Source: an optimization exercise on an open RTL-to-GDS flow (aim: small area, a short achievable clock period and few clock cycles per item). Production flows keep margins and buffers that such runs may drop. At most, simulation tests tie the RTL to the original design; equivalence was not proved. No activity file was given, so power comes from the tool's default toggle rates.

==> inputs of job 2318 <==
==> flow/design.v <==
`default_nettype none
package pgtp_pkg;
  localparam int unsigned PIX_W  = 4;
  localparam int unsigned ROW_W  = 32;
  localparam int unsigned COLS   = 8;
  localparam int unsigned SLOT_OUT_W = 5;
  localparam logic CMD_GLYPH = 1'b0;
  localparam logic CMD_PAD   = 1'b1;
  localparam logic [2:0] LAST_ROW = 3'd7;
  typedef struct packed {
    logic        command;
    logic [3:0]  glyph_width;
    logic [2:0]  row_number;
    logic [31:0] upper_glyph_row;
    logic [31:0] lower_glyph_row;
  } glyph_item_t;
  typedef struct packed {
    logic       wr_en;
    logic       fill_en;
    logic [2:0] fill_next;
    logic       slot_inc;
    logic       slot_clr;
    logic       emit;
    logic       done;
  } store_ctl_t;
endpackage
`default_nettype wire
`default_nettype none
import pgtp_pkg::*;
module pgtp_merge_mask (
  input  logic       pad,
  input  logic [3:0] width,
  input  logic [2:0] fill,
  output logic [7:0] rmask,       
  output logic [2:0] fill_next    
);
  always_comb begin
    for (int c = 0; c < COLS; c++) begin
      rmask[c] = width[3] || (width[2:0] > 3'(3'(c) - fill));
    end
  end
  assign fill_next = pad ? 3'd0 : width[3] ? fill : (fill + width[2:0]);
endmodule
module pgtp_merge (
  input  logic        pad,         
  input  logic        step,        
  input  logic [2:0]  fill,
  input  logic [7:0]  rmask,
  input  logic [31:0] row_upper,
  input  logic [31:0] row_lower,
  input  logic [31:0] buf_upper,
  input  logic [31:0] buf_lower,
  output logic        emit,        
  output logic [31:0] wb_upper,
  output logic [31:0] wb_lower,
  output logic [31:0] res_upper,
  output logic [31:0] res_lower
);
  logic [31:0] rot_u, rot_l;
  logic [7:0]  fill_ge, take_out, take_wb, tw;
  logic        over, keep_out, keep_wb, wr, kw;
  always_comb begin
    for (int c = 0; c < COLS; c++) fill_ge[c] = (3'(c) >= fill);
  end
  assign over     = !pad && rmask[7];
  assign keep_out = (fill != 3'd0);
  assign take_out = pad ? fill_ge : (rmask & fill_ge);
  assign take_wb  = pad ? fill_ge : (rmask & (~fill_ge | {COLS{!over}}));
  assign keep_wb  = pad || (!over && keep_out);
  assign emit     = pad ? keep_out : over;
  assign wr       = pad ? keep_out : 1'b1;
  assign rot_u = ({row_upper, row_upper} << {fill, 2'b00}) >> 32;
  assign rot_l = ({row_lower, row_lower} << {fill, 2'b00}) >> 32;
  assign kw = keep_wb || !(step && wr);
  assign tw = take_wb & {COLS{step && wr}};
  always_comb begin
    for (int c = 0; c < COLS; c++) begin
      wb_upper [PIX_W*c +: PIX_W] = (buf_upper[PIX_W*c +: PIX_W] & {PIX_W{kw}})
                                  | (rot_u[PIX_W*c +: PIX_W]     & {PIX_W{tw[c]}});
      wb_lower [PIX_W*c +: PIX_W] = (buf_lower[PIX_W*c +: PIX_W] & {PIX_W{kw}})
                                  | (rot_l[PIX_W*c +: PIX_W]     & {PIX_W{tw[c]}});
      res_upper[PIX_W*c +: PIX_W] = (buf_upper[PIX_W*c +: PIX_W] & {PIX_W{keep_out}})
                                  | (rot_u[PIX_W*c +: PIX_W]     & {PIX_W{take_out[c]}});
      res_lower[PIX_W*c +: PIX_W] = (buf_lower[PIX_W*c +: PIX_W] & {PIX_W{keep_out}})
                                  | (rot_l[PIX_W*c +: PIX_W]     & {PIX_W{take_out[c]}});
    end
  end
endmodule
`default_nettype wire
`default_nettype none
import pgtp_pkg::*;
module pgtp_row_store (
  input  logic        clk,
  input  logic [31:0] wb_upper,
  input  logic [31:0] wb_lower,
  output logic [31:0] head_upper,
  output logic [31:0] head_lower
);
  logic [31:0] ring_u [COLS];
  logic [31:0] ring_l [COLS];
  always_ff @(posedge clk) begin
    for (int k = 0; k < COLS - 1; k++) begin
      ring_u[k] <= ring_u[k+1];
      ring_l[k] <= ring_l[k+1];
    end
    ring_u[COLS-1] <= wb_upper;
    ring_l[COLS-1] <= wb_lower;
  end
  assign head_upper = ring_u[0];
  assign head_lower = ring_l[0];
endmodule
`default_nettype wire
`default_nettype none
import pgtp_pkg::*;
module proportional_glyph_tile_packer_core #(
  parameter int unsigned MAX_TILES = 32
) (
  input  logic        clk,
  input  logic        rst,
  input  logic        glyph_valid,
  output logic        glyph_ready,
  input  logic        glyph_command,
  input  logic [3:0]  glyph_glyph_width,
  input  logic [2:0]  glyph_row_number,
  input  logic [31:0] glyph_upper_glyph_row,
  input  logic [31:0] glyph_lower_glyph_row,
  output logic        tile_valid,
  input  logic        tile_ready,
  output logic [4:0]  tile_tile_slot,
  output logic [2:0]  tile_out_row_number,
  output logic [31:0] tile_upper_tile_row,
  output logic [31:0] tile_lower_tile_row,
  output logic        tile_string_done
);
  localparam int unsigned SLOT_W = (MAX_TILES > 1) ? $clog2(MAX_TILES) : 1;
  localparam logic [SLOT_W-1:0] SLOT_LAST = SLOT_W'(MAX_TILES - 1);
  logic [2:0]        phase;      
  logic [2:0]        fill;
  logic [SLOT_W-1:0] slot;
  logic        out_valid;
  logic [4:0]  out_slot;
  logic [2:0]  out_row;
  logic [31:0] out_upper, out_lower;
  logic        out_done;
  logic [31:0] head_u, head_l, wb_u, wb_l, res_u, res_l;
  logic [7:0]  rmask;
  logic [2:0]  fill_next;
  logic        emit, step, last, pad;
  assign last = (glyph_row_number == LAST_ROW);
  assign pad  = (glyph_command == CMD_PAD);
  assign glyph_ready = (glyph_row_number == phase) && (!out_valid || tile_ready);
  assign step        = glyph_valid && glyph_ready;
  pgtp_merge_mask u_mask (
    .pad       (pad),
    .width     (glyph_glyph_width),
    .fill      (fill),
    .rmask     (rmask),
    .fill_next (fill_next)
  );
  pgtp_merge u_merge (
    .pad       (pad),
    .step      (step),
    .fill      (fill),
    .rmask     (rmask),
    .row_upper (glyph_upper_glyph_row),
    .row_lower (glyph_lower_glyph_row),
    .buf_upper (head_u),
    .buf_lower (head_l),
    .emit      (emit),
    .wb_upper  (wb_u),
    .wb_lower  (wb_l),
    .res_upper (res_u),
    .res_lower (res_l)
  );
  pgtp_row_store u_store (
    .clk        (clk),
    .wb_upper   (wb_u),
    .wb_lower   (wb_l),
    .head_upper (head_u),
    .head_lower (head_l)
  );
  always_ff @(posedge clk) begin
    if (rst) begin
      phase <= 3'd0;
      fill  <= 3'd0;
      slot  <= '0;
    end else begin
      phase <= phase + 3'd1;
      if (step && last) begin
        fill <= fill_next;
        if (pad) begin
          slot <= '0;
        end else if (emit) begin
          slot <= (slot == SLOT_LAST) ? '0 : slot + 1'b1;
        end
      end
    end
  end
  always_ff @(posedge clk) begin
    if (rst) begin
      out_valid <= 1'b0;
    end else if (step && emit) begin
      out_valid <= 1'b1;
    end else if (tile_ready) begin
      out_valid <= 1'b0;
    end
  end
  always_ff @(posedge clk) begin
    if (step && emit) begin
      out_slot  <= 5'(slot);
      out_row   <= glyph_row_number;
      out_upper <= res_u;
      out_lower <= res_l;
      out_done  <= pad && last;
    end
  end
  assign tile_valid          = out_valid;
  assign tile_tile_slot      = out_slot;
  assign tile_out_row_number = out_row;
  assign tile_upper_tile_row = out_upper;
  assign tile_lower_tile_row = out_lower;
  assign tile_string_done    = out_done;
endmodule
`default_nettype wire
==> flow/flow/run.sh <==
#!/bin/bash
cp standard.sh standard_sh.log
export BUFFER_PORTS_ARGS="-buffer_cell sky130_fd_sc_hd__buf_1"
bash standard.sh > standard.log 2>&1
==> flow/standard.sh <==
#!/bin/bash
# synth_recipe.tcl (not shown) runs the flow's synth.tcl, then flattens the netlist and writes it again
# the make line also repeats each setting of config.mk as NAME=value (left out here)
make -C /OpenROAD-flow-scripts/flow DESIGN_CONFIG=/design/flow/config.mk WORK_HOME=/design/flow/orfs CLKGATE_MAP_FILE= SYNTH_SCRIPT=/design/flow/synth_recipe.tcl "${@:-finish}"
==> flow/config.mk <==
export PLATFORM = sky130hd
export DESIGN_NAME = proportional_glyph_tile_packer_core
export DESIGN_NICKNAME = proportional_glyph_tile_packer_core
export VERILOG_FILES = /design/flow/design.v
export SDC_FILE = /design/flow/constraint.sdc
export NUM_CORES = 4
export LEC_CHECK = 0
export ABC_CLOCK_PERIOD_IN_PS = 2500
export CAP_MARGIN = 20
export CORE_MARGIN = 2
export CORE_UTILIZATION = 55
export CTS_BUF_LIST = sky130_fd_sc_hd__clkbuf_16
export CTS_CLUSTER_DIAMETER = 100
export CTS_CLUSTER_SIZE = 25
export GPL_ROUTABILITY_DRIVEN = 1
export SETUP_SLACK_MARGIN = 2.45
export SLEW_MARGIN = 20
==> flow/constraint.sdc <==
create_clock -name core_clock -period 5.0 [get_ports {clk}]
set_input_delay 1.0000 -clock core_clock [delete_from_list [all_inputs] [get_ports {clk}]]
set_output_delay 1.0000 -clock core_clock [all_outputs]
set_load 0.01 [all_outputs]
==> inputs of job 6443, as changes to job 2318 <==
--- a/flow/design.v
+++ b/flow/design.v
@@ -35,7 +35,12 @@
   output logic [2:0] fill_next    
 );
+  logic [2:0] k [COLS];
   always_comb begin
     for (int c = 0; c < COLS; c++) begin
-      rmask[c] = width[3] || (width[2:0] > 3'(3'(c) - fill));
+      k[c]     = 3'(3'(c) - fill);
+      rmask[c] = width[3]
+               | (width[2] & !k[c][2])
+               | (!(width[2] ^ k[c][2]) & ((width[1] & !k[c][1])
+                                          | (!(width[1] ^ k[c][1]) & width[0] & !k[c][0])));
     end
   end
--- a/flow/config.mk
+++ b/flow/config.mk
@@ -6,12 +6,11 @@
 export NUM_CORES = 4
 export LEC_CHECK = 0
-export ABC_CLOCK_PERIOD_IN_PS = 2500
+export ABC_CLOCK_PERIOD_IN_PS = 2300
 export CAP_MARGIN = 20
 export CORE_MARGIN = 2
-export CORE_UTILIZATION = 55
+export CORE_UTILIZATION = 45
 export CTS_BUF_LIST = sky130_fd_sc_hd__clkbuf_16
 export CTS_CLUSTER_DIAMETER = 100
 export CTS_CLUSTER_SIZE = 25
-export GPL_ROUTABILITY_DRIVEN = 1
-export SETUP_SLACK_MARGIN = 2.45
+export SETUP_SLACK_MARGIN = 2.65
 export SLEW_MARGIN = 20
==> qor summary <==
| metric | job 2318 | job 6443 |
|---|---|---|
| First-pass GRT wire length | 53430 um | 62380 um |
| Total Nets Final | 1465 | 1543 |
| Starting density of the core | 56.20% | 45.28% |
| Result of the run | complete, no violations | complete, no violations |
| Final-layout non-clock buffer area share | 4.803% | 9.870% |
| Capture point of the worst path | glyph_ready | out_lower[18] |
| Clock-cell share of area | 3.863% | 3.483% |
| Fraction of power spent switching nets | 20.95% | 22.21% |
| Endpoint class of the critical path | primary output | register |
| GR Util All Layers | 21.40% | 20.57% |
| Data required, critical path | 4.00 ns | 5.34 ns |
| Detailed Place HPWL | 23970 um | 27150 um |
| Dpl cell area | 18430 um2 | 18570 um2 |
| Routed length on met3 | 1751 um | 2283 um |
| Layout fillers | 2336 | 3150 |
| FF-to-FF setup slack | 2.51 ns | 2.47 ns |
| Multiplexer fraction of the synthesized cell area | 12.02% | 8.412% |
| Syn Inst Count | 1189 | 1221 |
Testbench counts of job 6443, summed over its fixed seeds: cycles 13,096, rows 13,032.
Only the layout flow was run in job 2318; the RTL was not checked for function there.

what the ideal ports hide:
Ports are ideal in the flow. The routed layouts listed here were re-timed in OpenROAD.
Step 1, drivers: a clkbuf_16 drives clk and a buf_2 each remaining input, both assumed.
Step 2 times the ports against the registers' clock, not the clock port: input delays grow and output delays shrink by t, the midpoint of the rising clock arrivals with the driver on.
Slacks: ideal / step 1 / step 2; pairs: ideal / step 1.
run | t (ns) | setup slack, ns | worst slew at a driven data input, ns
job 2318 | 0.619 | 2.280 / 2.242 / 1.900 | 0.11
job 6443 | 0.627 | 2.316 / 2.308 / 1.702 | 0.07
After both steps every run listed still meets setup and hold. The setup slack of job 6443, which loses most, moves by -0.008 ns with the drivers and by -0.614 ns with both steps.
